Context: an optimization exercise on an open-source flow, tuned for small area, a short achievable clock period and few clock cycles per item. The choices shown serve that exercise and are no tape-out recipe.
Function was checked by simulation only, so behaviour that the tests miss may differ from the original.
Power figures rest on the tool's default switching activity, not on a simulated workload.

--- flow/design.v ---
package ort_pkg;
  localparam int KEY_W   = 16;
  localparam int NAME_W  = 64;
  localparam int TIME_W  = 32;
  localparam int PARTY_W = 8;
  localparam int ACT_W   = 3;
  localparam int STAT_W  = 3;
  localparam int REC_W = PARTY_W + TIME_W + NAME_W + KEY_W;
  localparam int TP_LO = KEY_W + NAME_W;
  localparam logic [ACT_W-1:0] ACT_INSERT = 3'd0;
  localparam logic [ACT_W-1:0] ACT_SEARCH = 3'd1;
  localparam logic [ACT_W-1:0] ACT_UPDATE = 3'd2;
  localparam logic [ACT_W-1:0] ACT_DELETE = 3'd3;
  localparam logic [ACT_W-1:0] ACT_LIST   = 3'd4;
  localparam logic [STAT_W-1:0] ST_OK        = 3'd0;
  localparam logic [STAT_W-1:0] ST_NOT_FOUND = 3'd1;
  localparam logic [STAT_W-1:0] ST_BAD_KEY   = 3'd2;
  localparam logic [STAT_W-1:0] ST_FULL      = 3'd3;
  localparam logic [STAT_W-1:0] ST_EMPTY     = 3'd4;
endpackage
module ort_mem
#(
  parameter int DEPTH = 32
) (
  input  logic                          clk,
  input  logic [DEPTH-1:0]              we_all,
  input  logic [DEPTH-1:0]              we_tp,
  input  logic [ort_pkg::REC_W-1:0]     wr_data,
  input  logic [DEPTH-1:0]              rd_sel,
  output logic [ort_pkg::REC_W-1:0]     rd_data,
  output logic [DEPTH*ort_pkg::KEY_W-1:0] keys
);
  localparam int TP = ort_pkg::TP_LO;
  logic [ort_pkg::REC_W-1:0] mem [0:DEPTH-1];
  always_ff @(posedge clk) begin
    for (int i = 0; i < DEPTH; i++) begin
      if (we_all[i]) begin
        mem[i][TP-1:0] <= wr_data[TP-1:0];
      end
      if (we_tp[i]) begin
        mem[i][ort_pkg::REC_W-1:TP] <= wr_data[ort_pkg::REC_W-1:TP];
      end
    end
  end
  always_comb begin
    rd_data = '0;
    for (int i = 0; i < DEPTH; i++) begin
      rd_data = rd_data | ({ort_pkg::REC_W{rd_sel[i]}} & mem[i]);
      keys[i*ort_pkg::KEY_W +: ort_pkg::KEY_W] = mem[i][ort_pkg::KEY_W-1:0];
    end
  end
endmodule
module ort_cmp
#(
  parameter int DEPTH = 32
) (
  input  logic [ort_pkg::KEY_W-1:0]       key,
  input  logic [DEPTH*ort_pkg::KEY_W-1:0] slot_keys,
  output logic [DEPTH-1:0]                eq,
  output logic [DEPTH-1:0]                gt
);
  always_comb begin
    for (int i = 0; i < DEPTH; i++) begin
      eq[i] = (slot_keys[i*ort_pkg::KEY_W +: ort_pkg::KEY_W] == key);
      gt[i] = (slot_keys[i*ort_pkg::KEY_W +: ort_pkg::KEY_W] > key);
    end
  end
endmodule
module ordered_record_table
#(
  parameter int TABLE_DEPTH = 32
) (
  input  logic         clk,
  input  logic         rst_n,
  input  logic         in_tvalid,
  output logic         in_tready,
  input  logic [119:0] in_tdata,    
  input  logic [2:0]   in_tuser,    
  output logic         out_tvalid,
  input  logic         out_tready,
  output logic [119:0] out_tdata,   
  output logic [2:0]   out_tuser,   
  output logic         out_tlast
);
  localparam int D   = TABLE_DEPTH;
  localparam int AW  = $clog2(TABLE_DEPTH);
  localparam int CW  = $clog2(TABLE_DEPTH + 1);
  localparam int KW  = ort_pkg::KEY_W;
  localparam int RW  = ort_pkg::REC_W;
  localparam int TP  = ort_pkg::TP_LO;
  logic                  cmd_v;
  logic                  a_ins, a_srch, a_upd, a_del, a_list;
  logic [RW-1:0]         cmd_rec;
  logic [D-1:0]          hit_r, above_r;
  logic                  ok_r;
  logic [2:0]            st_r;
  logic [CW-1:0]         used_r;
  logic [AW-1:0]         rank_r [0:D-1];
  logic [D-1:0]          valid_r;
  logic [AW-1:0]         lst_r;
  logic [D-1:0]          ins_slot_r;    
  logic [D-1:0]          lst_slot_r;    
  logic                  empty_r;       
  logic                  list_last_r;   
  logic                  in_tready_r;
  logic                  out_v, skid_v;
  logic [RW-1:0]         out_rec;
  logic [D-1:0]          skid_sel;
  logic [2:0]            out_st, skid_st;
  logic                  out_last, skid_last;
  logic                  cmd_v_n, skid_v_n, a_list_n;
  logic [CW-1:0]         used_n;
  logic [AW-1:0]         rank_n [0:D-1];
  logic [D-1:0]          valid_n;
  logic [AW-1:0]         lst_n;
  logic [D-1:0]          eq_n, gt_n, eq_b, gt_b, hit_n, rd_sel, new_sel;
  logic                  byp_eq, byp_gt, key0_n, found_n, in_order_n, ins_ok_n;
  logic [2:0]            st_n;
  logic [D-1:0]          we_all, we_tp;
  logic [D*KW-1:0]       keys;
  logic [RW-1:0]         rd_data;
  logic [KW-1:0]         cmd_key;
  logic                  a_sud;
  logic                  accept, exec, do_ins, do_del;
  logic                  beat, cmd_done, out_load;
  logic [RW-1:0]         out_d;
  logic                  cmd_all, cmd_tpf;
  logic [2:0]            new_st;
  logic                  new_last;
  assign cmd_key = cmd_rec[KW-1:0];
  assign a_sud   = a_srch || a_upd || a_del;
  assign accept    = in_tvalid && in_tready_r;
  assign exec      = cmd_v && !skid_v;
  assign beat      = exec && (a_ins || a_sud || a_list);
  assign cmd_done  = exec && (!a_list || list_last_r);
  assign out_load  = !out_v || out_tready;
  assign in_tready = in_tready_r;
  ort_cmp #(.DEPTH(D)) u_cmp (
    .key       (in_tdata[KW-1:0]),
    .slot_keys (keys),
    .eq        (eq_n),
    .gt        (gt_n)
  );
  assign byp_eq = (cmd_key == in_tdata[KW-1:0]);
  assign byp_gt = (cmd_key > in_tdata[KW-1:0]);
  assign eq_b   = we_all & {D{byp_eq}} | ~we_all & eq_n;
  assign gt_b   = we_all & {D{byp_gt}} | ~we_all & gt_n;
  assign key0_n     = (in_tdata[KW-1:0] == '0);
  assign hit_n      = valid_n & eq_b;
  assign found_n    = |hit_n;
  assign in_order_n = !(|(valid_n & (gt_b | eq_b)));
  assign ins_ok_n   = !key0_n && !used_n[CW-1] && in_order_n;
  always_comb begin
    if (in_tuser == ort_pkg::ACT_INSERT) begin
      st_n = key0_n       ? ort_pkg::ST_BAD_KEY :
             used_n[CW-1] ? ort_pkg::ST_FULL :
             in_order_n   ? ort_pkg::ST_OK : ort_pkg::ST_BAD_KEY;
    end else begin
      st_n = found_n ? ort_pkg::ST_OK : ort_pkg::ST_NOT_FOUND;
    end
  end
  assign do_ins = exec && a_ins && ok_r;
  assign do_del = exec && a_del && ok_r;
  assign rd_sel = skid_v ? skid_sel :
                  (a_sud ? hit_r : '0) | ((a_list && !empty_r) ? lst_slot_r : '0);
  assign new_sel = a_ins ? we_all :
                   a_list ? (empty_r ? '0 : lst_slot_r) : hit_r;
  always_comb begin
    for (int i = 0; i < D; i++) begin
      we_all[i] = do_ins && ins_slot_r[i];
      we_tp[i]  = we_all[i] || (exec && a_upd && hit_r[i]);
    end
  end
  ort_mem #(.DEPTH(D)) u_mem (
    .clk     (clk),
    .we_all  (we_all),
    .we_tp   (we_tp),
    .wr_data (cmd_rec),
    .rd_sel  (rd_sel),
    .rd_data (rd_data),
    .keys    (keys)
  );
  assign cmd_all = !skid_v && a_ins;
  assign cmd_tpf = !skid_v && (a_ins || a_upd);
  assign out_d[TP-1:0]  = cmd_all ? (ok_r ? cmd_rec[TP-1:0] : '0) : rd_data[TP-1:0];
  assign out_d[RW-1:TP] = cmd_tpf ? (ok_r ? cmd_rec[RW-1:TP] : '0) : rd_data[RW-1:TP];
  always_comb begin
    new_st   = st_r;
    new_last = 1'b1;
    if (a_list) begin
      new_st   = empty_r ? ort_pkg::ST_EMPTY : ort_pkg::ST_OK;
      new_last = list_last_r;
    end
  end
  always_comb begin
    used_n  = used_r;
    valid_n = valid_r;
    for (int i = 0; i < D; i++) begin
      rank_n[i] = rank_r[i];
    end
    lst_n   = lst_r;
    if (exec && a_list) begin
      lst_n = list_last_r ? '0 : lst_r + AW'(1);
    end
    if (do_ins) begin
      used_n  = used_r + CW'(1);
      valid_n = valid_r | ins_slot_r;
    end else if (do_del) begin
      used_n  = used_r - CW'(1);
      valid_n = valid_r & ~hit_r;
      for (int i = 0; i < D; i++) begin
        if (hit_r[i]) begin
          rank_n[i] = AW'(D - 1);
        end else if (above_r[i]) begin
          rank_n[i] = rank_r[i] - AW'(1);
        end
      end
    end
    if (accept) begin
      cmd_v_n  = 1'b1;
      a_list_n = (in_tuser == ort_pkg::ACT_LIST);
    end else begin
      cmd_v_n  = cmd_v && !cmd_done;
      a_list_n = a_list;
    end
    skid_v_n = !out_load && (skid_v || beat);
  end
  always_ff @(posedge clk) begin
    if (!rst_n) begin
      cmd_v       <= 1'b0;
      used_r      <= '0;
      lst_r       <= '0;
      valid_r     <= '0;
      empty_r     <= 1'b1;
      list_last_r <= 1'b1;
      in_tready_r <= 1'b1;
      for (int i = 0; i < D; i++) begin
        rank_r[i]     <= AW'(i);
        ins_slot_r[i] <= (i == 0);
        lst_slot_r[i] <= (i == 0);
      end
    end else begin
      cmd_v       <= cmd_v_n;
      used_r      <= used_n;
      lst_r       <= lst_n;
      valid_r     <= valid_n;
      empty_r     <= (used_n == '0);
      list_last_r <= (used_n == '0) || (CW'(lst_n) == used_n - CW'(1));
      in_tready_r <= !cmd_v_n || (!skid_v_n && (!a_list_n ||
                     (used_n == '0) || (CW'(lst_n) == used_n - CW'(1))));
      for (int i = 0; i < D; i++) begin
        rank_r[i]     <= rank_n[i];
        ins_slot_r[i] <= (rank_n[i] == used_n[AW-1:0]);
        lst_slot_r[i] <= (rank_n[i] == lst_n);
      end
    end
  end
  always_ff @(posedge clk) begin
    if (accept) begin
      a_ins   <= (in_tuser == ort_pkg::ACT_INSERT);
      a_srch  <= (in_tuser == ort_pkg::ACT_SEARCH);
      a_upd   <= (in_tuser == ort_pkg::ACT_UPDATE);
      a_del   <= (in_tuser == ort_pkg::ACT_DELETE);
      a_list  <= (in_tuser == ort_pkg::ACT_LIST);
      cmd_rec <= in_tdata;
      hit_r   <= hit_n;
      above_r <= ~valid_n | gt_b;
      ok_r    <= (in_tuser == ort_pkg::ACT_INSERT) ? ins_ok_n : found_n;
      st_r    <= st_n;
    end
  end
  always_ff @(posedge clk) begin
    if (!rst_n) begin
      out_v  <= 1'b0;
      skid_v <= 1'b0;
    end else begin
      if (out_load) begin
        out_v <= skid_v || beat;
      end
      skid_v <= skid_v_n;
    end
  end
  always_ff @(posedge clk) begin
    if (out_load) begin
      out_rec  <= out_d;
      out_st   <= skid_v ? skid_st   : new_st;
      out_last <= skid_v ? skid_last : new_last;
    end
    if (beat) begin
      skid_sel  <= new_sel;
      skid_st   <= new_st;
      skid_last <= new_last;
    end
  end
  assign out_tvalid = out_v;
  assign out_tdata  = out_rec;
  assign out_tuser  = out_st;
  assign out_tlast  = out_last;
endmodule
--- flow/run.sh ---
#!/bin/bash
# synth_recipe.tcl (not shown) runs the flow's synth.tcl, then flattens the netlist and writes it again
# the make line also repeats each setting of config.mk as NAME=value (left out here)
make -C /OpenROAD-flow-scripts/flow DESIGN_CONFIG=/design/flow/config.mk WORK_HOME=/design/flow/orfs CLKGATE_MAP_FILE= SYNTH_SCRIPT=/design/flow/synth_recipe.tcl finish
--- flow/config.mk ---
export PLATFORM = sky130hd
export DESIGN_NAME = ordered_record_table
export DESIGN_NICKNAME = ordered_record_table
export VERILOG_FILES = /design/flow/design.v
export SDC_FILE = /design/flow/constraint.sdc
export NUM_CORES = 4
export LEC_CHECK = 0
export ABC_CLOCK_PERIOD_IN_PS = 3600
export CAP_MARGIN = 20
export CORE_MARGIN = 2
export CORE_UTILIZATION = 40
export SETUP_SLACK_MARGIN = 3.4
export SLEW_MARGIN = 20
--- flow/constraint.sdc ---
create_clock -name core_clock -period 7.0 [get_ports {clk}]
set_input_delay 1.4000 -clock core_clock [delete_from_list [all_inputs] [get_ports {clk}]]
set_output_delay 1.4000 -clock core_clock [all_outputs]
set_load 0.01 [all_outputs]
==> results.sh, run 1 <==
export IMPL_grt_pass1_wl_um=1001000
export IMPL_cts_tree="built"
export IMPL_end_kind="flip-flop"
export IMPL_final_antenna_net_count=0
export IMPL_worstRegToRegCells=11
export IMPL_wl_um=751300
export IMPL_worst_path_max_fanout=5
export IMPL_clock_latency_ps=1050
export IMPL_drc=0
export IMPL_vias=123500
export IMPL_placed_cells=17310
export IMPL_final_common_cell="edfxtp_1"
export IMPL_grt_ovfl_total=0
export IMPL_cts_hold_buf=0
export IMPL_synth_ff_type="edfxtp_1"
export IMPL_hold_slack_ps=517.4
export IMPL_final_util_pct=47.74
export IMPL_yosysTopAreaCell="edfxtp_1"
export IMPL_via_per_inst=6.701
export IMPL_row_count=244
export IMPL_antenna_found_initial=40
export IMPL_synth_edf_count=4191
export IMPL_drtIter0Drc=21880
export IMPL_wl_per_cell_um=40.75
export IMPL_coreArea_um2=441800
export IMPL_die_area_um2=449300
export IMPL_final_cell_mix="edfxtp_1 (4191), a22oi_1 (892), a21oi_1 (555)"
export IMPL_yosysSeqAreaShare_pct=73.95
export IMPL_endpoint="ok_r"
export IMPL_setup_violations=0
export IMPL_clock_power_share_pct=40.9
export IMPL_crit_path_start_kind="input pin"
export IMPL_die_h_um=670.3
export IMPL_ctsRootBufferMaster="clkbuf_16"
export IMPL_p_sw_mw=13.51
export IMPL_hp_class="reg2reg"
export IMPL_initial_core_util_pct=40.20
export IMPL_fmax_ghz=0.2578
export IMPL_io_buffers=252
export IMPL_stdcell_area_um2=210900
export IMPL_clock_path_buffers=4
export IMPL_maxCapViolCount=0
export IMPL_htreeDepth=5
export IMPL_fin_tns_setup_ps=0
export IMPL_fin_crit_ps=3879
export IMPL_place_ws_ps=-105.2
export IMPL_nFillCells=37070
export IMPL_clk_pin_slew_ps=60
export IMPL_arrival_ps=4630
export IMPL_avgSynthCellArea_um2=15.70
export IMPL_slew_viol_final=0
export IMPL_drtPass1Iterations=7
export IMPL_power_density_nw_per_um2=271.7
export IMPL_internal_power_mw=43.78
export IMPL_final_nets=12830
export IMPL_die_width_um=670.3
export IMPL_grt_max_degree=102
export IMPL_fin_cells=18440
export IMPL_ys_types=79
export IMPL_hold_viol=0
export IMPL_cts_buffers=448
export IMPL_grt_pass1_vias=115900
export IMPL_placed_area_um2=190700
export IMPL_syn_nets=12000
export IMPL_dpl_hpwl_um=427100
export IMPL_finalCritPeriodShare_pct=55.42
export IMPL_clkSinkCount=4465
export IMPL_critPathKind="in2reg"
export IMPL_status="no timing/DRC/antenna violations"
export IMPL_area_growth_pct=18.74
export IMPL_ys_warn_count=6
export IMPL_rsz0062_at_grt="yes"
export IMPL_top_level_ports=253
export IMPL_p_comb_share_pct=6.9
export IMPL_track_usage_pct=32.25
export IMPL_synth_cells=11310
export IMPL_skew_ps=79.07
export IMPL_static_leakage_power_nw=69.11
export IMPL_reg2reg_slack_ps=3180
export IMPL_required_ps=7750
export IMPL_async_flop_share_pct=0
export IMPL_sw_frac_of_total_pct=23.58
export IMPL_worst_slew_pin_slew_ps=1272
export IMPL_layout_setup_ws_ps=3121
export IMPL_gp_congestion=1.026
export IMPL_synth_area_um2=177600
export IMPL_drive_gt1_share_pct=15.09
export IMPL_total_power_mw=57.29
export IMPL_critPathLaunch="in_tdata[5]"
export IMPL_seq_power_share_pct=52.1
export IMPL_ir_drop_mv=0.2461
export IMPL_ys_top_cells_by_area="edfxtp_1 (71%), ha_1 (4.0%), a22oi_1 (3.9%)"
export IMPL_r2r_end="ok_r"
export IMPL_r2r_start="ok_r"
export IMPL_ys_ff_latch=4465
export IMPL_synth_top_area_share_pct=70.86
export IMPL_relSlewSlack_pct=15.17
-- synth_stat cells, types with 7 or more instances --
master / n
edfxtp_1: 4191
a22oi_1: 923
a21oi_1: 613
ha_1: 565
nand2_1: 502
a221oi_1: 494
clkbuf_1: 424
nand3_1: 419
a22o_1: 401
nand4_1: 380
dfxtp_1: 274
xnor2_1: 252
nor2_1: 223
nor3_1: 220
o21ai_0: 182
inv_1: 166
xor2_1: 139
buf_1: 97
buf_2: 89
a222oi_1: 81
nor4_1: 80
nor2b_1: 70
o22ai_1: 63
a21o_1: 45
o21a_1: 34
and2_1: 32
a31oi_1: 31
o211ai_1: 29
nand2b_1: 25
nor4b_1: 23
and3_1: 22
o22a_1: 21
a2111oi_0: 20
a211oi_1: 18
nor3b_1: 10
o21ai_1: 10
or4_1: 10
mux2_2: 9
or3_1: 9
a21boi_0: 8
nand2_2: 8
or2_2: 7
-- worst max-delay path, stage by stage --
cell        delay, ps
buf_8              80
clkinvlp_4        110
buf_12            180
bufbuf_16         280
ha_1              290
nand4_1           360
or3_1             480
a21oi_1           430
a211oi_1           90
o21ai_0           110
nand2_1           120
o22ai_1           290
a2111oi_2         100
a21boi_2          190
nor2_1             70
-- per-layer routing --
metal	global-route usage, %	vias up	share of wire [%]
met5	0	-	0.023
li1	-	47920	-
met1	43.96	63880	37
met4	15.48	26	5.8
met3	7.237	1779	13
met2	49.00	9930	44
-- logic make-up (layout without fill, tap and decap cells) --
logic type                 after synthesis  in the layout  synth area share, %
buffers and inverters                  783           1979                1.737
adders and majority gates              565            565                3.980
muxes                                   14             14              0.08525
xor gates and xnor gates               393            393                1.947
and+or+nand+nor                       2064           2068                5.878
AOI/OAI and AO/OA                     3027           3028                12.42
other                                    0             20                    0
DFF                                   4465           4465                73.95
-- worst min path at each step --
stage,from,endpoint,cells after the start
6_report,rank_r[22][4],rank_r[22][4],2
5_1_grt,rank_r[19][4],rank_r[19][4],2
4_1_cts,rank_r[19][4],rank_r[19][4],2
3_5_place_dp,rank_r[22][4],rank_r[22][4],2
3_3_place_gp,rank_r[28][4],rank_r[28][4],2
2_1_floorplan,valid_r[9],valid_r[9],2
-- power groups by stage --
stage	combinational (mW)	sequential, mW	clock, mW
floorplan	1.56	30.3	0
global placement	3.49	30.4	0
detailed placement	3.51	30.4	0
CTS	3.79	29.9	23.6
global route	4.05	29.9	24.6
finish	3.98	29.9	23.4
-- cell type report --
class                   count  area [um^2]  share of cell area, %
flip-flops and latches   4465       131300                  62.28
clock buffers             566        11870                  5.629
repair buffers            982        10550                  5.004
diodes                     20        50.05                0.02373
well taps                5904         7387                  3.503
inverters                 168        887.1                 0.4207
multi-input cells        6068        46580                  22.09
clock inverters           263         2213                  1.050
-- registers in the layout, summed over array words and instances, names as in the netlist, 120 cells and up --
register and cells:
u_mem.mem 3840, rank_r 160, cmd_rec 120, out_rec 120
-- what timing repair did --
item | in CTS | in global routing
cloned | 16 | 4
pin swaps | 151 | 88
setup buffers | 223 | 36
endpoints found under the setup margin | 2975 | 103
gates resized for setup | 500 | 162
Testbench counts, summed over its fixed seeds: cycles 16,253, items 6,400.
==> inputs of run 2 (changes only) <==
--- a/flow/design.v
+++ b/flow/design.v
@@ -91,9 +91,8 @@
   logic                  cmd_v;
   logic                  a_ins, a_srch, a_upd, a_del, a_list;
   logic [RW-1:0]         cmd_rec;
-  logic [D-1:0]          hit_r, above_r;
-  logic                  ok_r;
-  logic [2:0]            st_r;
+  logic                  key0_r;
+  logic [D-1:0]          hit_r, ge_r, above_r;
   logic [CW-1:0]         used_r;
   logic [AW-1:0]         rank_r [0:D-1];
   logic [D-1:0]          valid_r;
@@ -114,14 +113,13 @@
   logic [D-1:0]          valid_n;
   logic [AW-1:0]         lst_n;
   logic [D-1:0]          eq_n, gt_n, eq_b, gt_b, hit_n, rd_sel, new_sel;
-  logic                  byp_eq, byp_gt, key0_n, found_n, in_order_n, ins_ok_n;
-  logic [2:0]            st_n;
+  logic                  byp_eq, byp_gt;
   logic [D-1:0]          we_all, we_tp;
   logic [D*KW-1:0]       keys;
   logic [RW-1:0]         rd_data;
   logic [KW-1:0]         cmd_key;
   logic                  a_sud;
-  logic                  accept, exec, do_ins, do_del;
+  logic                  accept, exec, found, in_order, ins_ok, cmd_ok, do_ins, do_del;
   logic                  beat, cmd_done, out_load;
   logic [RW-1:0]         out_d;
   logic                  cmd_all, cmd_tpf;
@@ -145,22 +143,13 @@
   assign byp_gt = (cmd_key > in_tdata[KW-1:0]);
   assign eq_b   = we_all & {D{byp_eq}} | ~we_all & eq_n;
   assign gt_b   = we_all & {D{byp_gt}} | ~we_all & gt_n;
-  assign key0_n     = (in_tdata[KW-1:0] == '0);
-  assign hit_n      = valid_n & eq_b;
-  assign found_n    = |hit_n;
-  assign in_order_n = !(|(valid_n & (gt_b | eq_b)));
-  assign ins_ok_n   = !key0_n && !used_n[CW-1] && in_order_n;
-  always_comb begin
-    if (in_tuser == ort_pkg::ACT_INSERT) begin
-      st_n = key0_n       ? ort_pkg::ST_BAD_KEY :
-             used_n[CW-1] ? ort_pkg::ST_FULL :
-             in_order_n   ? ort_pkg::ST_OK : ort_pkg::ST_BAD_KEY;
-    end else begin
-      st_n = found_n ? ort_pkg::ST_OK : ort_pkg::ST_NOT_FOUND;
-    end
-  end
-  assign do_ins = exec && a_ins && ok_r;
-  assign do_del = exec && a_del && ok_r;
+  assign hit_n    = valid_n & eq_b;
+  assign found    = |hit_r;
+  assign in_order = !(|ge_r);
+  assign ins_ok   = !key0_r && !used_r[CW-1] && in_order;
+  assign cmd_ok   = a_ins ? ins_ok : found;
+  assign do_ins   = exec && a_ins && ins_ok;
+  assign do_del   = exec && a_del && found;
   assign rd_sel = skid_v ? skid_sel :
                   (a_sud ? hit_r : '0) | ((a_list && !empty_r) ? lst_slot_r : '0);
   assign new_sel = a_ins ? we_all :
@@ -182,14 +171,20 @@
   );
   assign cmd_all = !skid_v && a_ins;
   assign cmd_tpf = !skid_v && (a_ins || a_upd);
-  assign out_d[TP-1:0]  = cmd_all ? (ok_r ? cmd_rec[TP-1:0] : '0) : rd_data[TP-1:0];
-  assign out_d[RW-1:TP] = cmd_tpf ? (ok_r ? cmd_rec[RW-1:TP] : '0) : rd_data[RW-1:TP];
-  always_comb begin
-    new_st   = st_r;
+  assign out_d[TP-1:0]  = cmd_all ? (cmd_ok ? cmd_rec[TP-1:0] : '0) : rd_data[TP-1:0];
+  assign out_d[RW-1:TP] = cmd_tpf ? (cmd_ok ? cmd_rec[RW-1:TP] : '0) : rd_data[RW-1:TP];
+  always_comb begin
+    new_st   = ort_pkg::ST_OK;
     new_last = 1'b1;
-    if (a_list) begin
+    if (a_ins) begin
+      new_st = key0_r         ? ort_pkg::ST_BAD_KEY :
+               used_r[CW-1]   ? ort_pkg::ST_FULL :
+               in_order       ? ort_pkg::ST_OK : ort_pkg::ST_BAD_KEY;
+    end else if (a_list) begin
       new_st   = empty_r ? ort_pkg::ST_EMPTY : ort_pkg::ST_OK;
       new_last = list_last_r;
+    end else begin
+      new_st = found ? ort_pkg::ST_OK : ort_pkg::ST_NOT_FOUND;
     end
   end
   always_comb begin
@@ -263,10 +258,10 @@
       a_del   <= (in_tuser == ort_pkg::ACT_DELETE);
       a_list  <= (in_tuser == ort_pkg::ACT_LIST);
       cmd_rec <= in_tdata;
+      key0_r  <= (in_tdata[KW-1:0] == '0);
       hit_r   <= hit_n;
+      ge_r    <= valid_n & (gt_b | eq_b);
       above_r <= ~valid_n | gt_b;
-      ok_r    <= (in_tuser == ort_pkg::ACT_INSERT) ? ins_ok_n : found_n;
-      st_r    <= st_n;
     end
   end
   always_ff @(posedge clk) begin
==> flow/config.mk (replaced) <==
export PLATFORM = sky130hd
export DESIGN_NAME = ordered_record_table
export DESIGN_NICKNAME = ordered_record_table
export VERILOG_FILES = /design/flow/design.v
export SDC_FILE = /design/flow/constraint.sdc
export NUM_CORES = 4
export LEC_CHECK = 0
export CAP_MARGIN = 20
export CORE_MARGIN = 2
export CORE_UTILIZATION = 55
export CTS_BUF_LIST = sky130_fd_sc_hd__clkbuf_8
export SETUP_SLACK_MARGIN = 3.6
export SLEW_MARGIN = 20
==> run 2 against run 1 <==
Cell count is 4.6% lower. Setup slack better by 200 ps. Flip-flop and latch count is 30 higher. Via count is 4.0% higher. Register-to-register slack better by 140 ps. Clock skew is 6.8 ps higher. Final area is 0.97% higher. Sequential share of layout area is 0.17 points lower. Worst hold slack worse by 160 ps. Critical endpoint is now out_rec[19]. Largest power group unchanged.
==> results.sh, run 2 <==
export IMPL_syn_nets=12160
export IMPL_slew_viol_final=0
export IMPL_via_per_inst=7.308
export IMPL_ys_ff_latch=4495
export IMPL_grt_ovfl_total=0
export IMPL_hold_start="in_tdata[1]"
export IMPL_ir_drop_mv=0.2306
export IMPL_r2r_start="a_del"
export IMPL_nFillCells=22990
export IMPL_fin_crit_ps=3677
export IMPL_die_h_um=574.0
export IMPL_largest_reg_flops=3840
export IMPL_final_common_cell="edfxtp_1"
export IMPL_finalCritPeriodShare_pct=52.53
export IMPL_regMostFlops="u_mem.mem"
export IMPL_io_buffers=252
export IMPL_initial_core_util_pct=55.20
export IMPL_fin_tns_setup_ps=0
export IMPL_top_level_ports=253
export IMPL_row_count=209
export IMPL_die_area_um2=329500
export IMPL_worst_slew_pin_slew_ps=1118
export IMPL_final_nets=13360
export IMPL_maxCapViolCount=0
export IMPL_synthMostInstantiatedCell="edfxtp_1"
export IMPL_final_cell_mix="edfxtp_1 (4221), a22oi_1 (821), clkbuf_8 (746)"
export IMPL_ys_warn_count=6
export IMPL_clock_path_buffers=4
export IMPL_clk_pin_slew_ps=70
export IMPL_min_to="cmd_rec[1]"
export IMPL_async_flop_share_pct=0
export IMPL_drtIter0Drc=24980
export IMPL_placed_area_um2=189900
export IMPL_die_width_um=574.0
export IMPL_final_antenna_net_count=0
export IMPL_clkSinkCount=4495
export IMPL_r2r_end="out_rec[19]"
export IMPL_ys_types=67
export IMPL_arrival_ps=4690
export IMPL_drive_gt1_share_pct=17.97
export IMPL_drtPass1Iterations=9
export IMPL_static_leakage_power_nw=72.29
export IMPL_worst_path_max_fanout=43
export IMPL_crit_path_start_kind="flip-flop"
export IMPL_dpl_hpwl_um=398700
export IMPL_critPathKind="reg2reg"
export IMPL_hold_viol=0
export IMPL_synth_cells=11460
export IMPL_skew_ps=85.85
export IMPL_setup_violations=0
export IMPL_yosysTopAreaCell="edfxtp_1"
export IMPL_end_kind="flip-flop"
export IMPL_htreeDepth=6
export IMPL_clock_latency_ps=1310
export IMPL_grt_pass1_wl_um=986800
export IMPL_power_density_nw_per_um2=261.8
export IMPL_hold_path_depth=1
export IMPL_synth_top_cells_by_count="edfxtp_1 (4221), a22oi_1 (878), a21oi_1 (571)"
export IMPL_top_regs="u_mem.mem: 3840 flops, rank_r: 160 flops"
export IMPL_ys_top_cells_by_area="edfxtp_1 (71%), ha_1 (4.0%), a22oi_1 (3.7%)"
export IMPL_cts_tree="built"
export IMPL_synth_edf_count=4221
export IMPL_vias=128500
export IMPL_cts_hold_buf=0
export IMPL_grt_max_degree=82
export IMPL_track_usage_pct=43.78
export IMPL_coreArea_um2=323700
export IMPL_wl_um=775000
export IMPL_drc=0
export IMPL_hp_class="in2reg"
export IMPL_synth_top_area_share_pct=70.93
export IMPL_avgSynthCellArea_um2=15.59
export IMPL_total_power_mw=55.74
export IMPL_synth_area_um2=178700
export IMPL_ctsRootBufferMaster="clkbuf_8"
export IMPL_antenna_found_initial=35
export IMPL_required_ps=8020
export IMPL_wl_per_cell_um=44.09
export IMPL_area_growth_pct=19.16
export IMPL_cts_buffers=718
export IMPL_status="no timing/DRC/antenna violations"
export IMPL_synth_ff_type="edfxtp_1"
export IMPL_gp_congestion=1.054
export IMPL_reg2reg_slack_ps=3320
export IMPL_relSlewSlack_pct=25.44
export IMPL_final_util_pct=65.77
export IMPL_grt_pass1_vias=117900
export IMPL_worstRegToRegCells=12
export IMPL_yosysSeqAreaShare_pct=74.00
export IMPL_stdcell_area_um2=212900
export IMPL_rsz0062_at_grt="yes"
export IMPL_fmax_ghz=0.2719
[run 2: worst max-delay path by stage]
stage	cells past startpoint	end	slack, ps	startpoint
after floorplan	2	a_del	1860	in_tvalid
after global placement	13	ge_r[5]	1040	in_tdata[2]
after detailed placement	13	ge_r[5]	1260	in_tdata[2]
after CTS	12	out_rec[77]	3470	a_del
after global routing	14	in_tready_r	3320	ge_r[17]
final	12	out_rec[19]	3320	a_del
[run 2: logic make-up after synthesis]
| group | share of synthesized area [%] |
|---|---|
| AOI/OAI and AO/OA | 12.73 |
| xor gates and xnor gates | 1.591 |
| adders and majority gates | 3.956 |
| buffers and inverters | 1.699 |
| DFF | 74.00 |
| muxes | 0.03781 |
| and+or+nand+nor | 5.981 |
[run 2: per-layer routing]
layer	vias to the layer above	wire length (um)	track usage, %
met2	11960	328500	63.93
met1	65250	271700	60.56
met3	2054	124700	11.93
li1	49180	-	-
met5	-	83	0
met4	12	50070	22.48
[run 2: final cells by class]
cell class	count	area, um^2	share of cell area [%]
Tap cell	4325	5411	2.541
Multi-Input combinational cell	6201	48020	22.55
Antenna cell	15	37.54	0.01763
Clock buffer	745	10250	4.815
Sequential cell	4495	132200	62.11
Inverter	156	740.7	0.3479
Clock inverter	551	2688	1.262
Timing Repair Buffer	1091	13530	6.356
[run 2: worst max-delay path: stages, from the launching register on]
cell and delay (ps):
edfxtp_1 410, or3_4 480, buf_12 180, buf_12 160
a22oi_2 220, o21ai_4 120, buf_4 190, buf_12 180
a22o_1 380, a221oi_2 180, nand4_1 320, nor3_4 320
a21oi_1 110
[run 2: repair_timing]
item	4_1_cts	5_1_grt
endpoints found under the setup margin	4358	1332
gates cloned	31	56
pin swaps	87	196
setup buffers	174	204
resized for setup	651	514
[run 2: per-stage QoR]
step	hold slack (ps)	std cells	setup WS, ps
2_1_floorplan	480.6	11460	1860
3_3_place_gp	499.9	15790	1043
6_report	356.3	17580	3323
3_5_place_dp	515.2	15800	1258
4_1_cts	317.2	17300	3472
5_1_grt	342.6	17570	3317
[run 2: where the power goes]
| group | switching [mW] | internal (mW) |
|---|---|---|
| registers | 0.410 | 29.7 |
| logic | 3.12 | 1.53 |
| clock network | 10.8 | 10.1 |
Testbench counts of run 2, summed over its fixed seeds: cycles 16,253, items 6,400.
==> inputs of run 3 (changes only) <==
--- a/flow/design.v
+++ b/flow/design.v
@@ -89,7 +89,7 @@
   localparam int RW  = ort_pkg::REC_W;
   localparam int TP  = ort_pkg::TP_LO;
   logic                  cmd_v;
-  logic                  a_ins, a_srch, a_upd, a_del, a_list;
+  logic                  a_ins, a_upd, a_del, a_list, a_sud;
   logic [RW-1:0]         cmd_rec;
   logic                  key0_r;
   logic [D-1:0]          hit_r, ge_r, above_r;
@@ -108,6 +108,9 @@
   logic [2:0]            out_st, skid_st;
   logic                  out_last, skid_last;
   logic                  cmd_v_n, skid_v_n, a_list_n;
+  logic                  step, empty_n, list_last_n, sel_sud, sel_lst;
+  logic [D-1:0]          ins_slot_n, lst_slot_n;
+  logic [D-1:0]          r_eq_up1, r_eq_um1, r_eq_0, r_eq_lp1;
   logic [CW-1:0]         used_n;
   logic [AW-1:0]         rank_n [0:D-1];
   logic [D-1:0]          valid_n;
@@ -118,7 +121,6 @@
   logic [D*KW-1:0]       keys;
   logic [RW-1:0]         rd_data;
   logic [KW-1:0]         cmd_key;
-  logic                  a_sud;
   logic                  accept, exec, found, in_order, ins_ok, cmd_ok, do_ins, do_del;
   logic                  beat, cmd_done, out_load;
   logic [RW-1:0]         out_d;
@@ -126,7 +128,6 @@
   logic [2:0]            new_st;
   logic                  new_last;
   assign cmd_key = cmd_rec[KW-1:0];
-  assign a_sud   = a_srch || a_upd || a_del;
   assign accept    = in_tvalid && in_tready_r;
   assign exec      = cmd_v && !skid_v;
   assign beat      = exec && (a_ins || a_sud || a_list);
@@ -150,8 +151,9 @@
   assign cmd_ok   = a_ins ? ins_ok : found;
   assign do_ins   = exec && a_ins && ins_ok;
   assign do_del   = exec && a_del && found;
-  assign rd_sel = skid_v ? skid_sel :
-                  (a_sud ? hit_r : '0) | ((a_list && !empty_r) ? lst_slot_r : '0);
+  assign sel_sud = a_sud && !skid_v;
+  assign sel_lst = a_list && !empty_r && !skid_v;
+  assign rd_sel  = (skid_v ? skid_sel : '0) | (sel_sud ? hit_r : '0) | (sel_lst ? lst_slot_r : '0);
   assign new_sel = a_ins ? we_all :
                    a_list ? (empty_r ? '0 : lst_slot_r) : hit_r;
   always_comb begin
@@ -220,6 +222,40 @@
     end
     skid_v_n = !out_load && (skid_v || beat);
   end
+  assign step = exec && a_list;
+  always_comb begin
+    for (int i = 0; i < D; i++) begin
+      r_eq_up1[i] = (rank_r[i] == used_r[AW-1:0] + AW'(1));
+      r_eq_um1[i] = (rank_r[i] == used_r[AW-1:0] - AW'(1));
+      r_eq_0[i]   = (rank_r[i] == '0);
+      r_eq_lp1[i] = (rank_r[i] == lst_r + AW'(1));
+    end
+    if (do_ins) begin
+      ins_slot_n  = r_eq_up1;
+      lst_slot_n  = lst_slot_r;
+      empty_n     = 1'b0;
+      list_last_n = (CW'(lst_r) == used_r);
+    end else if (do_del) begin
+      for (int i = 0; i < D; i++) begin
+        ins_slot_n[i] = hit_r[i] ? used_r[CW-1] : (above_r[i] ? ins_slot_r[i] : r_eq_um1[i]);
+        lst_slot_n[i] = hit_r[i] ? (lst_r == AW'(D - 1)) :
+                        (above_r[i] ? r_eq_lp1[i] : lst_slot_r[i]);
+      end
+      empty_n     = (used_r == CW'(1));
+      list_last_n = (used_r == CW'(1)) || (CW'(lst_r) == used_r - CW'(2));
+    end else if (step) begin
+      ins_slot_n  = ins_slot_r;
+      lst_slot_n  = list_last_r ? r_eq_0 : r_eq_lp1;
+      empty_n     = empty_r;
+      list_last_n = empty_r || (list_last_r ? (used_r == CW'(1)) :
+                                              (CW'(lst_r) + CW'(2) == used_r));
+    end else begin
+      ins_slot_n  = ins_slot_r;
+      lst_slot_n  = lst_slot_r;
+      empty_n     = empty_r;
+      list_last_n = list_last_r;
+    end
+  end
   always_ff @(posedge clk) begin
     if (!rst_n) begin
       cmd_v       <= 1'b0;
@@ -239,23 +275,23 @@
       used_r      <= used_n;
       lst_r       <= lst_n;
       valid_r     <= valid_n;
-      empty_r     <= (used_n == '0);
-      list_last_r <= (used_n == '0) || (CW'(lst_n) == used_n - CW'(1));
-      in_tready_r <= !cmd_v_n || (!skid_v_n && (!a_list_n ||
-                     (used_n == '0) || (CW'(lst_n) == used_n - CW'(1))));
+      empty_r     <= empty_n;
+      list_last_r <= list_last_n;
+      in_tready_r <= !cmd_v_n || (!skid_v_n && (!a_list_n || list_last_n));
+      ins_slot_r  <= ins_slot_n;
+      lst_slot_r  <= lst_slot_n;
       for (int i = 0; i < D; i++) begin
-        rank_r[i]     <= rank_n[i];
-        ins_slot_r[i] <= (rank_n[i] == used_n[AW-1:0]);
-        lst_slot_r[i] <= (rank_n[i] == lst_n);
+        rank_r[i] <= rank_n[i];
       end
     end
   end
   always_ff @(posedge clk) begin
     if (accept) begin
       a_ins   <= (in_tuser == ort_pkg::ACT_INSERT);
-      a_srch  <= (in_tuser == ort_pkg::ACT_SEARCH);
       a_upd   <= (in_tuser == ort_pkg::ACT_UPDATE);
       a_del   <= (in_tuser == ort_pkg::ACT_DELETE);
+      a_sud   <= (in_tuser == ort_pkg::ACT_SEARCH) || (in_tuser == ort_pkg::ACT_UPDATE) ||
+                 (in_tuser == ort_pkg::ACT_DELETE);
       a_list  <= (in_tuser == ort_pkg::ACT_LIST);
       cmd_rec <= in_tdata;
       key0_r  <= (in_tdata[KW-1:0] == '0);
--- a/flow/config.mk
+++ b/flow/config.mk
@@ -8,6 +8,8 @@
 export CAP_MARGIN = 20
 export CORE_MARGIN = 2
 export CORE_UTILIZATION = 55
-export CTS_BUF_LIST = sky130_fd_sc_hd__clkbuf_8
+export CTS_BUF_LIST = sky130_fd_sc_hd__clkbuf_16
+export CTS_CLUSTER_DIAMETER = 80
+export CTS_CLUSTER_SIZE = 24
 export SETUP_SLACK_MARGIN = 3.6
 export SLEW_MARGIN = 20
==> run 3 against run 2 <==
Area after synthesis grew 2.4%. Global-route usage is essentially flat. Cell count decreased by 3.9%. Maximum frequency up 1.3%. Count of clock-buffer cells in the layout down 513. Sequential power about the same. Final area down 3.1%. Critical endpoint is now out_tdata[41]. Largest cell class unchanged.
==> results.sh, run 3 <==
export IMPL_hp_class="reg2reg"
export IMPL_skew_ps=66.66
export IMPL_drc=0
export IMPL_wl_um=771100
export IMPL_rsz0062_at_grt="yes"
export IMPL_layout_setup_ws_ps=3368
export IMPL_critPathKind="reg2out"
export IMPL_clock_latency_ps=1040
export IMPL_fmax_ghz=0.2754
export IMPL_crit_buf_inv=1
export IMPL_vias=127800
export IMPL_arrival_ps=2230
export IMPL_synthAdderAreaFrac_pct=4.110
export IMPL_slew_viol_final=0
export IMPL_synth_simple_area_share_pct=6.171
export IMPL_drtPass1Iterations=9
export IMPL_nFillCells=24170
export IMPL_ir_drop_mv=0.2593
export IMPL_io_buffers=252
export IMPL_worst_path_largest_cell_delay_ps=950
export IMPL_die_area_um2=337300
export IMPL_status="no timing/DRC/antenna violations"
export IMPL_clkSinkCount=4495
export IMPL_cp_slowest_cell="edfxtp_1"
export IMPL_yosysSeqAreaShare_pct=72.28
export IMPL_row_count=211
export IMPL_final_nets=13050
export IMPL_worst_slew_pin_slew_ps=1188
export IMPL_grt_max_degree=89
export IMPL_finalCritPeriodShare_pct=51.88
export IMPL_grt_busiest_layer="met2"
export IMPL_crit_family="flip-flops"
export IMPL_syn_nets=12740
export IMPL_synthMostInstantiatedCell="edfxtp_1"
export IMPL_wl_per_cell_um=45.65
export IMPL_die_h_um=580.8
export IMPL_ys_types=76
export IMPL_drtIter0Drc=24170
export IMPL_final_common_cell="edfxtp_1"
export IMPL_power_density_nw_per_um2=237.3
export IMPL_endpoint="out_tdata[41]"
export IMPL_grt_pass1_wl_um=1009000
export IMPL_avgSynthCellArea_um2=15.24
export IMPL_reg2reg_slack_ps=3440
export IMPL_multi_input_area_um2=50090
export IMPL_cts_hold_buf=0
export IMPL_final_util_pct=62.37
export IMPL_ys_top_cells_by_area="edfxtp_1 (69%), a22oi_1 (4.2%), ha_1 (4.1%)"
export IMPL_regMostFlops="u_mem.mem"
export IMPL_drive_gt1_share_pct=11.31
export IMPL_synth_xor_area_share_pct=2.351
export IMPL_r2r_end="out_rec[95]"
export IMPL_largest_reg_flops=3840
export IMPL_required_ps=5600
export IMPL_track_usage_pct=43.83
export IMPL_final_antenna_net_count=0
export IMPL_cts_buffers=228
export IMPL_met3_usage_pct=10.74
export IMPL_worst_path_max_fanout=1
export IMPL_clk_pin_slew_ps=100
export IMPL_synth_ff_type="edfxtp_1"
export IMPL_setup_violations=0
export IMPL_area_growth_pct=12.77
export IMPL_hold_path_depth=2
export IMPL_synth_top_family_by_area="compound AO/OA/AOI/OAI gates"
export IMPL_fin_tns_setup_ps=0
export IMPL_ys_ff_latch=4495
export IMPL_coreArea_um2=330800
export IMPL_cp_cell_sequence="buf_2"
export IMPL_place_ws_ps=1250
export IMPL_cts_tree="built"
export IMPL_relSlewSlack_pct=20.82
export IMPL_fin_crit_ps=3632
export IMPL_static_leakage_power_nw=66.59
export IMPL_use_met2_pct=65.23
export IMPL_synth_mux_area_share_pct=0.03556
export IMPL_critPathLaunch="out_rec[41]"
export IMPL_synth_top_area_share_pct=69.28
export IMPL_dpl_hpwl_um=410600
export IMPL_r2r_start="a_sud"
export IMPL_synth_top_cells_by_count="edfxtp_1 (4221), a22oi_1 (1019), nand3_1 (622)"
export IMPL_gp_congestion=0.9525
export IMPL_final_cell_mix="edfxtp_1 (4221), a22oi_1 (1019), nand3_1 (607)"
export IMPL_met1_usage_pct=57.76
export IMPL_end_kind="output port"
export IMPL_clock_path_buffers=4
export IMPL_synth_edf_count=4221
export IMPL_async_flop_share_pct=0
export IMPL_antenna_found_initial=55
export IMPL_grt_pass1_vias=117400
export IMPL_via_per_inst=7.564
export IMPL_maxCapViolCount=0
export IMPL_synth_compound_area_share_pct=12.86
export IMPL_initial_core_util_pct=55.31
export IMPL_die_width_um=580.8
export IMPL_synth_cells=12010
export IMPL_seq_area_um2=132300
export IMPL_ctsRootBufferMaster="clkbuf_16"
export IMPL_hold_viol=0
export IMPL_worst_path_stages=1
export IMPL_worstRegToRegCells=10
export IMPL_synth_area_um2=183000
export IMPL_top_level_ports=253
export IMPL_yosysTopAreaCell="edfxtp_1"
export IMPL_ys_warn_count=6
export IMPL_crit_path_start_kind="flip-flop"
export IMPL_top_regs="u_mem.mem: 3840 flops, rank_r: 160 flops"
export IMPL_htreeDepth=4
export IMPL_grt_ovfl_total=0
-- run 3: cell types whose count changed in the layout (fill, tap and decap cells not counted), moves of 124 or more --
cell	change
clkbuf_8	-745
clkbuf_16	+215
inv_1	-215
a22oi_1	+198
nand3_1	+187
clkinv_1	-168
nor2_1	-161
a22o_1	-142
xor2_1	+142
o21a_1	-124
-- run 3: kinds of logic (layout without fill, tap and decap cells) --
logic type                 after synthesis  count (layout)
DFF                                   4495            4495
adders and majority gates              601             601
AOI/OAI and AO/OA                     3216            3219
muxes                                    6               6
buffers and inverters                 1018            1397
xor gates and xnor gates               491             491
and+or+nand+nor                       2180            2193
other                                    0             122
-- run 3: cell type report --
class	count	share of cell area, %
sequential	4495	64.10
multi-input combinational	6510	24.28
timing repair buffer	884	5.158
clock buffer	232	2.814
tap	4366	2.648
inverter	202	0.4354
clock inverter	76	0.4057
antenna	122	0.1480
timing repair inverter	3	0.01092
-- run 3: timing repair --
action	CTS	global route
gates cloned	35	28
hold endpoints to repair	0	0
gates resized for setup	457	221
endpoints found under the setup margin	4377	1829
setup buffers	166	42
pin swaps	49	27
-- run 3: per-layer routing --
metal	vias to the layer above	part of all wire [%]	wire length (um)
met5	-	0.041	314
met4	18	7.9	60790
met3	2089	14	109000
met2	11430	43	335200
met1	64980	34	265800
li1	49240	-	-
-- run 3: worst min path at each step --
| stage | from | endpoint | slack (ps) |
|---|---|---|---|
| after global routing | lst_slot_r[22] | lst_slot_r[22] | 520 |
| final | lst_slot_r[22] | lst_slot_r[22] | 490 |
| after floorplan | lst_slot_r[14] | lst_slot_r[14] | 450 |
| after detailed placement | lst_slot_r[27] | lst_slot_r[27] | 470 |
| after global placement | lst_slot_r[31] | lst_slot_r[31] | 460 |
| after CTS | lst_slot_r[26] | lst_slot_r[26] | 490 |
-- run 3: stage by stage --
step	hold slack [ps]	power [mW]	cells	cell area, um^2
2_1_floorplan	445.0	32.16	12010	184000
3_3_place_gp	459.7	34.00	16180	193400
6_report	492.4	48.96	16890	206300
3_5_place_dp	470.6	34.06	16180	193400
5_1_grt	519.8	49.86	16870	206300
4_1_cts	486.8	48.67	16690	203800
-- run 3: power by group --
group,switching [mW],total [mW],internal (mW),leakage [nW]
Sequential,0.406,30.0,29.6,40.4
Clock,8.92,15.2,6.24,3.30
Combinational,2.64,3.78,1.14,22.9
Testbench counts of run 3, summed over its fixed seeds: cycles 16,253, items 6,400.
==> inputs of run 4 (changes only) <==
--- a/flow/design.v
+++ b/flow/design.v
@@ -107,8 +107,9 @@
   logic [D-1:0]          skid_sel;
   logic [2:0]            out_st, skid_st;
   logic                  out_last, skid_last;
-  logic                  cmd_v_n, skid_v_n, a_list_n;
-  logic                  step, empty_n, list_last_n, sel_sud, sel_lst;
+  logic                  cmd_v_n, skid_v_n, a_list_n, a_sud_n;
+  logic [D-1:0]          hit_nx, skid_sel_n, rd_sel_n, rd_sel_r;
+  logic                  step, empty_n, list_last_n;
   logic [D-1:0]          ins_slot_n, lst_slot_n;
   logic [D-1:0]          r_eq_up1, r_eq_um1, r_eq_0, r_eq_lp1;
   logic [CW-1:0]         used_n;
@@ -151,14 +152,12 @@
   assign cmd_ok   = a_ins ? ins_ok : found;
   assign do_ins   = exec && a_ins && ins_ok;
   assign do_del   = exec && a_del && found;
-  assign sel_sud = a_sud && !skid_v;
-  assign sel_lst = a_list && !empty_r && !skid_v;
-  assign rd_sel  = (skid_v ? skid_sel : '0) | (sel_sud ? hit_r : '0) | (sel_lst ? lst_slot_r : '0);
-  assign new_sel = a_ins ? we_all :
+  assign rd_sel  = rd_sel_r;
+  assign new_sel = a_ins ? (ins_ok ? ins_slot_r : '0) :
                    a_list ? (empty_r ? '0 : lst_slot_r) : hit_r;
   always_comb begin
     for (int i = 0; i < D; i++) begin
-      we_all[i] = do_ins && ins_slot_r[i];
+      we_all[i] = exec && a_ins && !used_r[CW-1] && ins_slot_r[i];
       we_tp[i]  = we_all[i] || (exec && a_upd && hit_r[i]);
     end
   end
@@ -216,9 +215,14 @@
     if (accept) begin
       cmd_v_n  = 1'b1;
       a_list_n = (in_tuser == ort_pkg::ACT_LIST);
+      a_sud_n  = (in_tuser == ort_pkg::ACT_SEARCH) || (in_tuser == ort_pkg::ACT_UPDATE) ||
+                 (in_tuser == ort_pkg::ACT_DELETE);
+      hit_nx   = hit_n;
     end else begin
       cmd_v_n  = cmd_v && !cmd_done;
       a_list_n = a_list;
+      a_sud_n  = a_sud;
+      hit_nx   = hit_r;
     end
     skid_v_n = !out_load && (skid_v || beat);
   end
@@ -255,6 +259,9 @@
       empty_n     = empty_r;
       list_last_n = list_last_r;
     end
+    skid_sel_n = beat ? new_sel : skid_sel;
+    rd_sel_n   = skid_v_n ? skid_sel_n :
+                 (a_sud_n ? hit_nx : '0) | ((a_list_n && !empty_n) ? lst_slot_n : '0);
   end
   always_ff @(posedge clk) begin
     if (!rst_n) begin
@@ -312,6 +319,13 @@
     end
   end
   always_ff @(posedge clk) begin
+    if (!rst_n) begin
+      rd_sel_r <= '0;
+    end else begin
+      rd_sel_r <= rd_sel_n;
+    end
+  end
+  always_ff @(posedge clk) begin
     if (out_load) begin
       out_rec  <= out_d;
       out_st   <= skid_v ? skid_st   : new_st;
--- a/flow/config.mk
+++ b/flow/config.mk
@@ -13,3 +13,4 @@
 export CTS_CLUSTER_SIZE = 24
 export SETUP_SLACK_MARGIN = 3.6
 export SLEW_MARGIN = 20
+export SYNTH_HIERARCHICAL = 1
==> run 4 against run 3 <==
Now fails the layout checks on max-slew violations. Combinational power is 57% lower. Utilization fell by 3.6 points. Register-to-register slack got worse by 40 ps. Count of clock-buffer cells in the layout grew 1. Area after synthesis rose by 5.5%. Sequential power about the same. Maximum frequency grew 0.96%. Critical path type is now reg2reg. Largest cell class unchanged. Largest power group unchanged.
==> results.sh, run 4 <==
export IMPL_fmax_ghz=0.2780
export IMPL_clock_path_buffers=4
export IMPL_drtIter0Drc=19460
export IMPL_cts_tree="built"
export IMPL_status="complete, but fails checks"
export IMPL_htreeDepth=4
export IMPL_drtPass1Iterations=9
export IMPL_drive_gt1_share_pct=8.540
export IMPL_fin_tns_setup_ps=0
export IMPL_dpl_hpwl_um=358500
export IMPL_synth_top_area_share_pct=64.67
export IMPL_final_common_cell="edfxtp_1"
export IMPL_ys_warn_count=12
export IMPL_place_ws_ps=1870
export IMPL_fin_crit_ps=3597
export IMPL_final_cell_mix="edfxtp_1 (4156), a22oi_1 (1959), nand2_1 (698)"
export IMPL_arrival_ps=4190
export IMPL_clock_latency_ps=1020
export IMPL_cts_buffers=230
export IMPL_slew_viol_final=24
export IMPL_worst_slew_pin_slew_ps=1543
export IMPL_grt_ovfl_total=0
export IMPL_final_util_pct=58.72
export IMPL_clk_pin_slew_ps=110
export IMPL_required_ps=7590
export IMPL_synth_ff_type="edfxtp_1"
export IMPL_die_h_um=596.4
export IMPL_io_buffers=252
export IMPL_worst_path_max_fanout=71
export IMPL_grt_pass1_vias=119400
export IMPL_avgSynthCellArea_um2=14.53
export IMPL_synth_top_cells_by_count="edfxtp_1 (4156), a22oi_1 (1959), nand2_1 (734)"
export IMPL_row_count=217
export IMPL_critPathKind="reg2reg"
export IMPL_final_antenna_net_count=0
export IMPL_synth_area_um2=193000
export IMPL_crit_family="buffers and inverters"
export IMPL_grt_pass1_wl_um=920600
export IMPL_synth_cells=13280
export IMPL_area_growth_pct=6.330
export IMPL_crit_buf_inv=4
export IMPL_drc=0
export IMPL_finalCritPeriodShare_pct=51.38
export IMPL_ys_types=86
export IMPL_worst_path_largest_cell_delay_ps=420
export IMPL_synthMostInstantiatedCell="edfxtp_1"
export IMPL_multi_input_area_um2=53440
export IMPL_static_leakage_power_nw=67.14
export IMPL_total_power_mw=46.71
export IMPL_maxCapViolCount=0
export IMPL_nFillCells=26630
export IMPL_layout_setup_ws_ps=3403
export IMPL_fin_cells=17420
export IMPL_regMostFlops="u_mem.mem"
export IMPL_end_kind="flip-flop"
export IMPL_coreArea_um2=349400
export IMPL_yosysSeqAreaShare_pct=68.52
export IMPL_r2r_start="used_r[5]"
export IMPL_power_density_nw_per_um2=227.6
export IMPL_synth_edf_count=4156
export IMPL_gp_congestion=0.9547
export IMPL_antenna_found_initial=21
export IMPL_hp_class="reg2reg"
export IMPL_via_per_inst=7.243
export IMPL_setup_violations=0
export IMPL_ctsRootBufferMaster="clkbuf_16"
export IMPL_wl_per_cell_um=38.27
export IMPL_skew_ps=69.90
export IMPL_hold_start="skid_sel[30]"
export IMPL_yosysTopAreaCell="edfxtp_1"
export IMPL_ys_ff_latch=4527
export IMPL_placed_cells=17000
export IMPL_seq_area_um2=132400
export IMPL_ir_drop_mv=0.2274
export IMPL_grt_max_degree=93
export IMPL_cp_slowest_cell="buf_8"
export IMPL_relSlewSlack_pct=-2.878
export IMPL_vias=126100
export IMPL_die_width_um=596.4
export IMPL_die_area_um2=355600
export IMPL_so_faults="max-slew violations"
export IMPL_async_flop_share_pct=0
export IMPL_wl_um=666500
export IMPL_final_nets=13440
export IMPL_clkSinkCount=4527
export IMPL_top_level_ports=253
export IMPL_cp_cell_sequence="buf_4, nor4bb_4, buf_8, nand2_1, clkinvlp_4, buf_12"
export IMPL_rsz0062_at_grt="yes"
export IMPL_track_usage_pct=36.55
export IMPL_largest_reg_flops=3840
export IMPL_hold_viol=0
export IMPL_syn_nets=14010
export IMPL_initial_core_util_pct=55.23
export IMPL_crit_path_start_kind="flip-flop"
export IMPL_ys_top_cells_by_area="edfxtp_1 (65%), a22oi_1 (7.6%), ha_1 (3.9%)"
export IMPL_critPathLaunch="used_r[5]"
export IMPL_top_regs="u_mem.mem: 3840 flops, rank_r: 160 flops"
run 4: worst paths after layout:
| path | endpoint | slack, ps | cells after the start |
|---|---|---|---|
| setup reg to reg | u_mem.mem[7][79] | 3400 | 6 |
| hold reg to reg | skid_sel[30] | 490 | 1 |
| setup / recovery | u_mem.mem[7][79] | 3400 | 6 |
| hold / removal | skid_sel[30] | 490 | 1 |
run 4: kinds of logic (layout without fill, tap and decap cells):
kind of cell    count (synthesis)  after routing  share of synthesized area (%)
compound gates               3376           3377                          12.65
xor+xnor                      487            487                          2.695
fa+ha+maj                     601            601                          3.896
buf+inv                      1580           1094                          4.426
flops                        4527           4527                          68.52
mux                             5              5                        0.02982
other cells                     0             18                              0
simple gates                 2703           2707                          7.788
run 4: per-stage QoR:
step | area [um^2] | hold WS (ps)
after global placement | 196900 | 448.3
after CTS | 204700 | 487.3
final | 205200 | 492.9
after global routing | 205200 | 495.9
after detailed placement | 196900 | 462.7
after floorplan | 193300 | 441.9
run 4: area by class of cell:
type,instances,share of cell area (%)
Clock inverter,88,0.4201
Inverter,175,0.4256
Timing Repair inverter,2,0.006097
Multi-Input combinational cell,7177,26.04
Timing Repair Buffer,596,2.933
Sequential cell,4527,64.51
Tap cell,4599,2.804
Clock buffer,233,2.841
Antenna cell,18,0.02195
run 4: where the power goes:
part           total, mW  leakage [nW]  switching [mW]  internal, mW
Combinational       1.62          22.9            1.06         0.561
Clock               15.1          3.37            8.81          6.31
Sequential          30.0          40.8           0.322          29.6
Total               46.7          67.1            10.2          36.5
run 4: routing by layer:
layer  GRT usage [%]  routed length (um)  up-vias
li1                -                   -    51070
met1           50.32              254700    64700
met2           56.23              299400     8729
met3           7.152               75730     1622
met4           17.37               36570       12
met5               0                  86        -
run 4: what timing repair did:
| item | 4_1_cts | 5_1_grt |
|---|---|---|
| buffers inserted | 52 | 9 |
| pin swaps | 26 | 17 |
| gates resized for setup | 144 | 77 |
| hold buffers | 0 | 0 |
| setup endpoints to repair | 3602 | 209 |
| cloned | 8 | 1 |
Testbench counts of run 4, summed over its fixed seeds: cycles 16,253, items 6,400.
==> inputs of run 5 (changes only) <==
--- a/flow/config.mk
+++ b/flow/config.mk
@@ -7,10 +7,10 @@
 export LEC_CHECK = 0
 export CAP_MARGIN = 20
 export CORE_MARGIN = 2
-export CORE_UTILIZATION = 55
+export CORE_UTILIZATION = 60
 export CTS_BUF_LIST = sky130_fd_sc_hd__clkbuf_16
 export CTS_CLUSTER_DIAMETER = 80
 export CTS_CLUSTER_SIZE = 24
-export SETUP_SLACK_MARGIN = 3.6
+export SETUP_SLACK_MARGIN = 3.9
 export SLEW_MARGIN = 20
 export SYNTH_HIERARCHICAL = 1
==> run 5 against run 4 <==
Now clean on timing, DRC and antenna. Final area increased by 0.70%. Synthesized cell count unchanged. Area after synthesis did not move. Global-route usage increased by 2.9 points. Setup slack improved by 380 ps. Flip-flop and latch count unchanged. Non-clock buffer count is 65 higher. Critical path type unchanged. Utilization grew 5.7 points. Maximum frequency is 12% higher.
==> results.sh, run 5 <==
export IMPL_status="no timing/DRC/antenna violations"
export IMPL_grt_pass1_vias=119000
export IMPL_total_power_mw=46.39
export IMPL_skew_ps=63.21
export IMPL_io_buffers=252
export IMPL_stdcell_area_um2=206600
export IMPL_die_width_um=571.1
export IMPL_antenna_found_initial=20
export IMPL_worst_slew_pin_slew_ps=1258
export IMPL_drtIter0Drc=19880
export IMPL_final_util_pct=64.45
export IMPL_gp_congestion=0.9526
export IMPL_worst_path_max_fanout=45
export IMPL_end_kind="flip-flop"
export IMPL_arrival_ps=3900
export IMPL_drc=0
export IMPL_fin_cells=17170
export IMPL_area_growth_pct=7.071
export IMPL_htreeDepth=4
export IMPL_synthMostInstantiatedCell="edfxtp_1"
export IMPL_grt_max_degree=101
export IMPL_ir_drop_mv=0.2481
export IMPL_clock_path_buffers=4
export IMPL_synth_edf_count=4156
export IMPL_grt_ovfl_total=0
export IMPL_hp_class="reg2reg"
export IMPL_largest_reg_flops=3840
export IMPL_wl_per_cell_um=38.77
export IMPL_finalCritPeriodShare_pct=45.91
export IMPL_top_regs="u_mem.mem: 3840 flops, rank_r: 160 flops"
export IMPL_wl_um=665500
export IMPL_final_cell_mix="edfxtp_1 (4156), a22oi_1 (1958), nand2_1 (694)"
export IMPL_yosysSeqAreaShare_pct=68.52
export IMPL_grt_pass1_wl_um=905000
export IMPL_yosysTopAreaCell="edfxtp_1"
export IMPL_required_ps=7680
export IMPL_final_nets=13500
export IMPL_die_area_um2=326200
export IMPL_clk_pin_slew_ps=100
export IMPL_nFillCells=23010
export IMPL_cts_buffers=227
export IMPL_dpl_hpwl_um=349000
export IMPL_regMostFlops="u_mem.mem"
export IMPL_drive_gt1_share_pct=9.792
export IMPL_vias=126700
export IMPL_layout_setup_ws_ps=3787
export IMPL_via_per_inst=7.381
export IMPL_clock_latency_ps=980
export IMPL_die_h_um=571.1
export IMPL_fin_crit_ps=3213
export IMPL_avgSynthCellArea_um2=14.53
export IMPL_crit_path_start_kind="flip-flop"
export IMPL_relSlewSlack_pct=16.14
export IMPL_synth_top_cells_by_count="edfxtp_1 (4156), a22oi_1 (1959), nand2_1 (734)"
export IMPL_ctsRootBufferMaster="clkbuf_16"
export IMPL_drtPass1Iterations=8
export IMPL_placed_area_um2=196500
export IMPL_async_flop_share_pct=0
export IMPL_ys_ff_latch=4527
export IMPL_hold_slack_ps=514.5
export IMPL_fin_tns_setup_ps=0
export IMPL_synth_ff_type="edfxtp_1"
export IMPL_top_level_ports=253
export IMPL_ys_types=86
export IMPL_maxCapViolCount=0
export IMPL_slew_viol_final=0
export IMPL_coreArea_um2=320600
export IMPL_cts_tree="built"
export IMPL_power_density_nw_per_um2=224.5
export IMPL_synth_area_um2=193000
export IMPL_place_ws_ps=1608
export IMPL_setup_violations=0
export IMPL_track_usage_pct=39.41
export IMPL_placed_cells=16700
export IMPL_hold_viol=0
export IMPL_row_count=208
export IMPL_multi_input_area_um2=54130
export IMPL_final_common_cell="edfxtp_1"
export IMPL_rsz0062_at_grt="yes"
export IMPL_clkSinkCount=4527
export IMPL_ys_top_cells_by_area="edfxtp_1 (65%), a22oi_1 (7.6%), ha_1 (3.9%)"
export IMPL_ys_warn_count=12
export IMPL_static_leakage_power_nw=68.01
export IMPL_fmax_ghz=0.3112
export IMPL_syn_nets=14010
export IMPL_final_antenna_net_count=0
export IMPL_synth_top_area_share_pct=64.67
export IMPL_initial_core_util_pct=60.19
export IMPL_synth_cells=13280
export IMPL_critPathKind="reg2reg"
export IMPL_seq_area_um2=132400
## run 5: cell count changes in the layout (fill, tap and decap cells not counted), moves of 14 or more
cell,change
buf_12,+22
buf_16,+16
buf_2,+24
buf_4,-16
buf_6,+22
clkdlybuf4s15_1,+29
clkdlybuf4s50_1,-111
dlygate4sd2_1,+49
ha_1,-14
inv_1,-15
o21ai_0,-37
o21ai_1,+24
## run 5: cells by family after synthesis
family,synth area share (%)
DFF,68.52
buffers and inverters,4.426
and+or+nand+nor,7.788
muxes,0.02982
AOI/OAI and AO/OA,12.65
xor gates and xnor gates,2.695
adders and majority gates,3.896
## run 5: repair_timing
item                                    4_1_cts  5_1_grt
endpoints found under the setup margin     4521     1511
pin swaps                                    45       54
hold endpoints to repair                      0        0
hold buffers                                  0        0
gates cloned                                 18       12
setup buffers                                71       42
resized for setup                           556      149
## run 5: final cells by class
cell class                 count  area share (%)
inverter                     175          0.4166
timing repair buffer         661           3.563
sequential                  4527           64.07
clock inverter                66          0.3603
antenna                       23         0.02785
tap                         4305           2.607
clock buffer                 227           2.749
timing repair inverter         3         0.01150
multi-input combinational   7178           26.20
## run 5: per-layer routing
layer	vias up	track usage [%]	routed length [um]
met3	1609	7.570	81050
met2	9485	60.61	299000
met1	64380	54.70	247800
met5	-	0	71
met4	10	18.36	37600
li1	51210	-	-
## run 5: worst paths after layout
kind                start      endpoint  slack, ps  depth (start not counted)
max          rd_sel_r[29]    out_rec[5]       3790                          6
min          skid_sel[30]  skid_sel[30]        510                          1
min reg2reg  skid_sel[30]  skid_sel[30]        510                          1
max reg2reg  rd_sel_r[29]    out_rec[5]       3790                          6
## run 5: critical path: stages (launching register included)
cell	delay [ps]
dfxtp_4	960
buf_4	980
a22oi_1	190
nand4_1	240
or4_1	220
nand2_1	60
o21ai_0	220
## run 5: power breakdown
group	internal [mW]	switching (mW)
Combinational	0.590	1.13
Sequential	29.6	0.333
Clock	6.08	8.62

[what the ideal ports hide]
How much do the figures lean on ideal ports? The routed layouts below were timed once more, with nothing changed but the port constraints.
Step 1 sets driving cells, clkbuf_16 on the clock port and buf_2 on the other inputs (assumed; they add their load-dependent delay and slew).
Step 2 adds t to the input delays and takes it off the output delays; t is the mean of the earliest and latest rising clock arrival at the registers after step 1. Input paths then give back, and output paths get back, about the clock's delay inside the block.
Three values: ideal, step 1, step 2; two values: the first two.
run | shift t [ns] | setup WS [ns] | worst data-port slew with drivers (ns) | pins driven straight from the clock port
run 1 | 1.120 | 3.121 / 3.179 / 2.060 | 0.13 | 1
run 2 | 1.366 | 3.323 / 3.323 / 2.280 | 0.22 | 1
run 3 | 1.123 | 3.368 / 3.247 / 2.528 | 0.30 | 1
run 4 | 1.111 | 3.403 / 3.403 / 2.648 | 0.06 | 1
run 5 | 1.070 | 3.787 / 3.736 / 2.851 | 0.11 | 1
The setup slack of run 1, which loses most, moves by +0.058 ns with the drivers and by -1.061 ns with both steps.
